This design comes from an exercise in tuning for small area and a short achievable clock period on the open sky130 flow, not from production work.
In this exercise RTL edits were held to simulation tests only and were not proved equivalent to the original.

==> flow/design.v <==
package ca_pkg;
  localparam int CA_ROWS = 60;
endpackage
module ca_rule_row
#(
  parameter int         WIDTH = 80,
  parameter logic [7:0] RULE  = 8'd30
) (
  input  logic [WIDTH-1:0] row,
  output logic [WIDTH-1:0] next_row
);
  logic [WIDTH+1:0] ext;
  always_comb begin
    ext = {1'b0, row, 1'b0};
    next_row = '0;
    for (int i = 0; i < WIDTH; i++) begin
      next_row[i] = RULE[ext[i +: 3]];
    end
    if (RULE == 8'd30 && WIDTH > 2) begin
      next_row[1] = row[1] ? ~row[2] : (row[0] ^ row[2]);
    end
  end
endmodule
module ca_gen_scheduler
#(
  parameter int               WIDTH          = 80,
  parameter int               ROWS           = ca_pkg::CA_ROWS,
  parameter logic [7:0]       RULE           = 8'd30,
  parameter logic [WIDTH-1:0] SEED           = WIDTH'(1) << 40,
  parameter int               FRAMES_PER_GEN = 4
) (
  input  logic                     clk,
  input  logic                     rstn,
  input  logic                     frame_tick,
  input  logic                     run,
  input  logic                     step,
  input  logic [$clog2(ROWS)-1:0]  rd_row,
  output logic [WIDTH-1:0]         rd_data,
  output logic                     busy,
  output logic                     overrun,
  output logic [15:0]              gen_count
);
  localparam int AW = $clog2(ROWS);
  localparam int FW = (FRAMES_PER_GEN > 1) ? $clog2(FRAMES_PER_GEN) : 1;
  localparam int K  = 4;                           
  localparam int NB = 16;                          
  logic             wr;         
  logic [FW-1:0]    frame_cnt;
  logic [K-1:0]     ph;         
  logic [AW-1:0]    lo;         
  logic [WIDTH-1:0] cur_row;    
  logic [WIDTH-1:0] nxt_row;
  logic [WIDTH-1:0] bas [NB];
  logic             frame_last, start, append, new_base;
  assign frame_last = (frame_cnt == FW'(FRAMES_PER_GEN - 1));
  assign start      = step | (run & frame_tick & frame_last);
  assign append     = busy & wr;
  assign new_base   = append & ph[K-1];
  ca_rule_row #(.WIDTH(WIDTH), .RULE(RULE)) u_next (.row(cur_row), .next_row(nxt_row));
  always_ff @(posedge clk or negedge rstn) begin
    if (!rstn) begin
      busy      <= 1'b0;
      wr        <= 1'b0;
      overrun   <= 1'b0;
      gen_count <= '0;
      frame_cnt <= '0;
      ph        <= K'(1);
      lo        <= AW'(ROWS - 1);
      cur_row   <= SEED;
      bas[0]    <= SEED;
    end else begin
      if (run & frame_tick) begin
        frame_cnt <= frame_last ? '0 : frame_cnt + 1'b1;
      end
      if (start & busy) begin
        overrun <= 1'b1;
      end
      if (!busy) begin
        busy <= start;
      end else if (!wr) begin
        wr <= 1'b1;
      end else begin
        busy      <= 1'b0;
        wr        <= 1'b0;
        cur_row   <= nxt_row;
        gen_count <= gen_count + 16'd1;
        ph        <= {ph[K-2:0], ph[K-1]};
        if (lo != '0) begin
          lo <= lo - 1'b1;
        end
      end
      if (new_base) begin
        bas[0] <= nxt_row;
      end
    end
  end
  always_ff @(posedge clk) begin
    for (int i = 1; i < NB; i++) begin
      if (new_base) begin
        bas[i] <= bas[i-1];
      end
    end
  end
  logic [3:0]       phi, pmid;
  logic [15:0]      hdec;
  logic [1:0]       l;
  logic             s;
  logic [K-1:0]     msel;
  logic [NB-1:0]    bsel;
  logic             rd_ok;
  logic [WIDTH-1:0] base;
  logic [WIDTH-1:0] chain [K];
  logic [WIDTH-1:0] rd_next;
  assign l = rd_row[1:0];
  always_comb begin
    for (int a = 0; a < 4; a++) begin
      phi[a]  = (rd_row[5:4] == 2'(a));
      pmid[a] = (rd_row[3:2] == 2'(a));
    end
    for (int h = 0; h < 16; h++) begin
      hdec[h] = phi[h / 4] & pmid[h % 4];
    end
    s = ph[3] | (ph[2] & (l != 2'd0)) | (ph[1] & l[1]) | (ph[0] & (l == 2'd3));
    for (int b = 0; b < NB; b++) begin
      bsel[b] = s ? ((b < 15) ? hdec[14 - b] : 1'b0) : hdec[15 - b];
    end
    for (int m = 0; m < K; m++) begin
      msel[m] = 1'b0;
      for (int p = 0; p < K; p++) begin
        msel[m] = msel[m] | (ph[p] & (l == 2'((m + 3 - p) % 4)));
      end
    end
    rd_ok = (rd_row <= AW'(ROWS - 1)) && (rd_row >= lo);
    base = '0;
    for (int b = 0; b < NB; b++) begin
      base = base | ({WIDTH{bsel[b]}} & bas[b]);
    end
    chain[0] = base;
  end
  for (genvar m = 1; m < K; m++) begin : g_chain
    ca_rule_row #(.WIDTH(WIDTH), .RULE(RULE)) u_r (.row(chain[m-1]), .next_row(chain[m]));
  end
  always_comb begin
    rd_next = '0;
    for (int m = 0; m < K; m++) begin
      rd_next = rd_next | ({WIDTH{msel[m] & rd_ok}} & chain[m]);
    end
  end
  always_ff @(posedge clk or negedge rstn) begin
    if (!rstn) begin
      rd_data <= '0;
    end else begin
      rd_data <= rd_next;
    end
  end
endmodule
make LEC_CHECK=0 ABC_AREA=1 CAP_MARGIN=20 CORE_MARGIN=2 CORE_UTILIZATION=65 CTS_BUF_LIST=sky130_fd_sc_hd__clkbuf_16 CTS_CLUSTER_DIAMETER=60 CTS_CLUSTER_SIZE=20 PLACE_DENSITY=0.85 SETUP_SLACK_MARGIN=3 SLEW_MARGIN=20 SYNTH_MEMORY_MAX_BITS=8192 finish   # period 6.0 ns
run.sh (not shown) runs the stock make flow with config.mk's settings and CLKGATE_MAP_FILE= SYNTH_SCRIPT=/design/flow/synth_recipe.tcl, a recipe that flattens the netlist after the stock synthesis.
The first run ended with an error in global routing (5_1_grt).
==> next run, changes <==
--- a/flow/design.v
+++ b/flow/design.v
@@ -15,9 +15,6 @@
     next_row = '0;
     for (int i = 0; i < WIDTH; i++) begin
       next_row[i] = RULE[ext[i +: 3]];
-    end
-    if (RULE == 8'd30 && WIDTH > 2) begin
-      next_row[1] = row[1] ? ~row[2] : (row[0] ^ row[2]);
     end
   end
 endmodule
The changed run completed without violations.
Synthesized area hardly moves.
Synthesized cell count is about the same.

-- afterwards: timing with drivers on the ports --
In the flow no input, the clock included, has a driving cell. The finished layout below was timed again as built, in two steps.
Step 1, drivers: a clkbuf_16 drives clk and a buf_2 each remaining input, both assumed.
Step 2 adds t to the input delays and takes it off the output delays; t is the mean of the earliest and latest rising clock arrival at the registers after step 1. Input paths then give back, and output paths get back, about the clock's delay inside the block.
a / b / c = ideal / step 1 / step 2; a / b = the first two.
run: the second run
shift t [ns]: 0.784
setup slack, ns: 2.392 / 2.413 / 1.628
hold WS [ns]: 0.426 / 0.426 / 0.426
After both steps the second run still meets setup and hold. For the second run, drivers alone change the setup slack by +0.021 ns; drivers and shift together by -0.764 ns.
